Context: an optimization exercise on an open-source flow, tuned for small area. The choices shown serve that exercise and are no tape-out recipe.
No functional check of the RTL was part of this run.

[run.sh]
#!/bin/bash
# synth_recipe.tcl (not shown) runs the flow's synth.tcl, then flattens the netlist and writes it again
# the make line also repeats each setting of config.mk as NAME=value (left out here)
make -C /OpenROAD-flow-scripts/flow DESIGN_CONFIG=/design/flow/config.mk WORK_HOME=/design/flow/orfs CLKGATE_MAP_FILE= SYNTH_SCRIPT=/design/flow/synth_recipe.tcl finish
[config.mk]
export PLATFORM = sky130hd
export DESIGN_NAME = regfile_scoreboard
export DESIGN_NICKNAME = regfile_scoreboard
export VERILOG_FILES = /design/flow/design.v
export SDC_FILE = /design/flow/constraint.sdc
export NUM_CORES = 8
export LEC_CHECK = 0
export CAP_MARGIN = 20
export CORE_MARGIN = 2
export CORE_UTILIZATION = 30
export PLACE_DENSITY = 0.45
export SLEW_MARGIN = 20
[constraint.sdc]
create_clock -name core_clock -period 7.0 [get_ports {clk}]
set_input_delay 1.4000 -clock core_clock [delete_from_list [all_inputs] [get_ports {clk}]]
set_output_delay 1.4000 -clock core_clock [all_outputs]
set_load 0.01 [all_outputs]
[design.v]
module regfile_scoreboard #(
    parameter int DATA_W   = 32,
    parameter int ADDR_W   = 5,
    parameter int NUM_RD   = 2,
    parameter int ZERO_REG = 1
) (
    input  logic                     clk,
    input  logic                     rst,
    input  logic [NUM_RD*ADDR_W-1:0] raddr,
    input  logic [NUM_RD-1:0]        ren,
    output logic [NUM_RD*DATA_W-1:0] rdata,
    output logic [NUM_RD-1:0]        rbusy,
    output logic                     stall,
    input  logic                     we,
    input  logic [ADDR_W-1:0]        waddr,
    input  logic [DATA_W-1:0]        wdata,
    input  logic                     set_en,
    input  logic [ADDR_W-1:0]        set_addr,
    input  logic                     flush,
    output logic [ADDR_W:0]          busy_cnt
);
    localparam int   DEPTH = 32'd1 << ADDR_W;
    localparam logic ZR    = 1'(ZERO_REG);
    logic [DATA_W-1:0]        regs_q [DEPTH];
    logic [DEPTH-1:0]         busy_q;
    logic [DEPTH-1:0]         busy_d;
    logic [ADDR_W:0]          busy_cnt_q;
    logic [ADDR_W:0]          busy_cnt_d;
    logic                     wr_ok_s;
    logic                     set_ok_s;
    logic [DEPTH-1:0]         one_hot_s;
    logic [DEPTH-1:0]         clr_mask_s;
    logic [DEPTH-1:0]         set_mask_s;
    logic [NUM_RD*DATA_W-1:0] rdata_s;
    logic [NUM_RD-1:0]        rbusy_s;
    function automatic logic [ADDR_W:0] popcount(input logic [DEPTH-1:0] v);
        logic [ADDR_W:0] c;
        c = '0;
        for (int i = 0; i < DEPTH; i++) begin
            c = c + {{ADDR_W{1'b0}}, v[i]};
        end
        popcount = c;
    endfunction
    assign wr_ok_s   = we && !(ZR && (waddr == '0));
    assign set_ok_s  = set_en && !(ZR && (set_addr == '0));
    assign one_hot_s = {{(DEPTH-1){1'b0}}, 1'b1};
    always_comb begin
        clr_mask_s = we       ? (one_hot_s << waddr)    : '0;
        set_mask_s = set_ok_s ? (one_hot_s << set_addr) : '0;
        busy_d     = flush ? '0 : ((busy_q & ~clr_mask_s) | set_mask_s);
        busy_cnt_d = popcount(busy_d);
    end
    always_ff @(posedge clk or posedge rst) begin
        if (rst) begin
            for (int i = 0; i < DEPTH; i++) begin
                regs_q[i] <= '0;
            end
        end else if (wr_ok_s) begin
            regs_q[waddr] <= wdata;
        end else begin
            regs_q[waddr] <= regs_q[waddr];
        end
    end
    always_ff @(posedge clk or posedge rst) begin
        if (rst) begin
            busy_q     <= '0;
            busy_cnt_q <= '0;
        end else begin
            busy_q     <= busy_d;
            busy_cnt_q <= busy_cnt_d;
        end
    end
    always_comb begin
        logic [ADDR_W-1:0] ra;
        logic              zero_hit;
        logic              byp_hit;
        rdata_s = '0;
        rbusy_s = '0;
        for (int k = 0; k < NUM_RD; k++) begin
            ra       = raddr[k*ADDR_W +: ADDR_W];
            zero_hit = ZR && (ra == '0);
            byp_hit  = we && (waddr == ra);
            if (zero_hit) begin
                rdata_s[k*DATA_W +: DATA_W] = '0;
            end else if (byp_hit) begin
                rdata_s[k*DATA_W +: DATA_W] = wdata;
            end else begin
                rdata_s[k*DATA_W +: DATA_W] = regs_q[ra];
            end
            rbusy_s[k] = busy_q[ra] & ~byp_hit & ~zero_hit;
        end
    end
    assign rdata    = rdata_s;
    assign rbusy    = rbusy_s;
    assign stall    = |(ren & rbusy_s);
    assign busy_cnt = busy_cnt_q;
endmodule
==> notes.md <==
[flip-flops by register name (all words and copies together), names as in the netlist]
signal      count
busy_cnt_q      6
regs_q       1024
busy_q         32
[worst paths after layout]
kind / slack [ns] / cells past startpoint / endpoint
max: 0.18 / 9 / rdata[2]
min: 0.38 / 0 / regs_q[0][3]
max reg2reg: 1.98 / 18 / busy_cnt_q[4]
min reg2reg: 0.38 / 0 / regs_q[0][3]
max in group asynchronous: 4.35 / 4 / regs_q[18][31]
min in group asynchronous: 1.06 / 2 / regs_q[13][9]
[kinds of logic (layout without fill, tap and decap cells)]
group	Yosys count	in the layout	synth area share [%]
buf+inv	824	1031	5.63
compound gates	2233	2233	24.3
other cells	0	85	0
mux	302	302	5.51
flops	1062	1062	43.0
fa+ha+maj	31	31	0.919
xor+xnor	12	12	0.170
simple gates	2544	2544	20.5
[layout make-up]
| type | count | share of cell area (%) |
|---|---|---|
| Timing Repair Buffer | 705 | 8.77 |
| Sequential cell | 1062 | 35.6 |
| Tap cell | 2688 | 4.50 |
| Inverter | 79 | 0.402 |
| Clock buffer | 200 | 5.36 |
| Clock inverter | 47 | 0.924 |
| Antenna cell | 85 | 0.285 |
| Multi-Input combinational cell | 5122 | 44.2 |
[Yosys cell counts (27+ instances only)]
cell       number  area share [%]
nand2_1      1047             6.4
a2111oi_0     180             2.5
nor2_1        209             1.3
o21ai_0       457             3.7
a31oi_1        46            0.47
nor3_1         40            0.32
buf_2         116            0.94
nand3_1       222             1.8
inv_1          78            0.47
dfrtp_1      1062              43
a21oi_1       101            0.82
a22oi_1       793             9.6
a222oi_1       31            0.50
mux2i_1        60            0.97
nand4_1       186             1.9
o31ai_1        34            0.41
mux2_2        235             4.3
o21ai_1       388             3.1
and3_1        599             6.1
clkbuf_1      544             3.3
nor4_1         75            0.76
a221oi_1       56            0.79
clkbuf_2       27            0.22
[per-layer routing]
metal  routed length [µm]  vias up  share of wire [%]
met3                68700     2317                 14
met4                44900       36                9.0
met2               199000     7228                 40
met1               188000    36100                 38
li1                     -    26600                  -
met5                  317        -              0.063
[power groups by stage]
stage / Clock, W / Sequential (W) / Combinational (W)
floorplan: 0 / 0.00847 / 0.00218
global placement: 0 / 0.00946 / 0.00376
detailed placement: 0 / 0.00944 / 0.00382
CTS: 0.00767 / 0.00935 / 0.00383
global route: 0.00790 / 0.00954 / 0.00418
finish: 0.00765 / 0.00955 / 0.00399
[stage by stage]
step | instance area, µm² | setup WS (ns) | std cells | util (%)
3_3_place_gp | 69600 | -0.178 | 9645 | 34.0
5_1_grt | 74600 | 0.295 | 9918 | 36.4
2_1_floorplan | 61800 | -9.05 | 7008 | -
4_1_cts | 74400 | 0.345 | 9897 | 36.3
3_5_place_dp | 69700 | -0.0639 | 9650 | 34.0
6_report | 74700 | 0.177 | 9988 | 36.5
==> out/results.ini <==
[grt]
busiest_layer=met2
grt_use_met1_pct=57.7
grt_pass1_wl_mm=652
gr-total-overflow=0
track_usage_pct=46.3
grt.met3_usage_pct=19.3
antenna_found_initial=85
grt_pass1_vias=66400
grt_use_met2_pct=62.9
grt_max_degree=139

[final_layout]
nNetsFinal=7197
fill_cells=21000
multi_input_comb_area_mm2=0.0330
regArea_mm2=0.0266
drive_gt1_share_pct=17.9
area_growth_pct=20.9
layout_common_cells=dfrtp_1, nand2_1, a22oi_1
layout_commonest_cell=dfrtp_1

[hold_path]
hold_path_class=reg2reg
holdCritStartpoint=regs_q[0][3]

[power]
p_clk_share_pct=36.1
power.share.switching_pct=37.3
total_power_w=0.0212
p_int_w=0.0133
powerDensity_mw_per_mm2=283
p_seq_share_pct=45.1
share_comb_of_total_power_pct=18.8
power.switching_w=0.00791
power_leakage_nw=33.1
vdd_ir_drop_max_mv=0.292

[yosys]
synth_seq_cells=1062
syn_nets=7098
synthesis.instances=7008
ys_async_sr_fraction_pct=100
ys_seq_area_share_pct=43.0
netlist_area_mm2=0.0618
synth_flop_cell=dfrtp_1
synth_edf_count=0
synth_cell_types=90
synth_warnings=2
syn_area_per_cell_um2=8.82

[setup_path]
critPathRequiredTime_ns=5.60
path_cells=buf_2 -> buf_4 -> and3b_2 -> and3_1 -> a2111oi_0 -> nand3_1 -> nor4_1 -> o21ai_0 -> clkdlybuf4s50_1
worstSetupEndpointType=primary output
startpoint=raddr[3]
cp-start-kind=primary input
critical_path.slowest_cell=a2111oi_0
critical_path.top_delay_family=simple AND/OR/NAND/NOR gates
arrival_ns=5.42
crit_type=in2out
rr_startpoint=busy_q[25]
critPathMaxStageDelay_ns=0.80
critPathMaxFanout=15
cp_num_buf_inv=3

[timing]
slew_violations=0
final.setup.tns_ns=0
hold_viol=0
setup_viol=0
finalCritPeriodShare_pct=97.5
fmax_mhz=147
maxSlewHeadroom_pct=8.48
worst_pin_slew_ns=1.37
layout_min_cycle_time_ns=6.82
fin_hold_ws_ns=0.375
fin_skew_ns=0.0386
rsz0062_at_grt=false

[place]
gp_congestion=1.04
dp_hpwl_mm=326
io_buffers=131

[clock_network]
post_cts.repair.setup_buffers=0
cts_root_buf=clkbuf_16
cts_tree=done
cts_resized=0
cts_buffers=137
htree_levels=4
clock_sinks=1062
clockBufferDepth=3
clk_pin_slew_ns=0.06
hold_buffers=0
clkLatencyLatePin_ns=0.86

[routing]
drt_iter0_drc=14700
wire_per_inst_um=50.1
drt-total-wl_mm=500
viasPerCell=7.24
drc=0
drtAntennaViolNets=0
num_vias=72300
first_pass_iters=10

[floorplanning]
die_height_um=458
coreArea_mm2=0.205
fp.dieW_um=458
io_pins=132
initial_core_util_pct=30.2
die_area_mm2=0.210
rows=166

[status]
status=finished clean

[job]
cap_violations=0

==> what the ideal ports hide <==
The flow's constraints put no driver on any port. The routed layout listed below was extracted and timed again, unchanged, in two steps. Step 1: set_driving_cell puts a clkbuf_16 on clk and a buf_2 on each other input, an assumption about the parent block. Step 2, shift: input delay + t, output delay - t, t = (earliest + latest rising clock arrival at the registers) / 2. This alone moves slack from input paths to output paths. a / b / c = ideal ports / drivers / drivers and shift; a / b = the first two.
t (ns): 0.935
setup WS [ns]: 0.177 / 0.078 / -0.071
hold slack, ns: 0.375 / 0.375 / 0.375
worst register clock-pin slew, ns: 0.07 / 0.07
Met with ideal ports but missed after step 2: setup timing in this run. For this run, drivers alone change the setup slack by -0.099 ns; drivers and shift together by -0.248 ns.
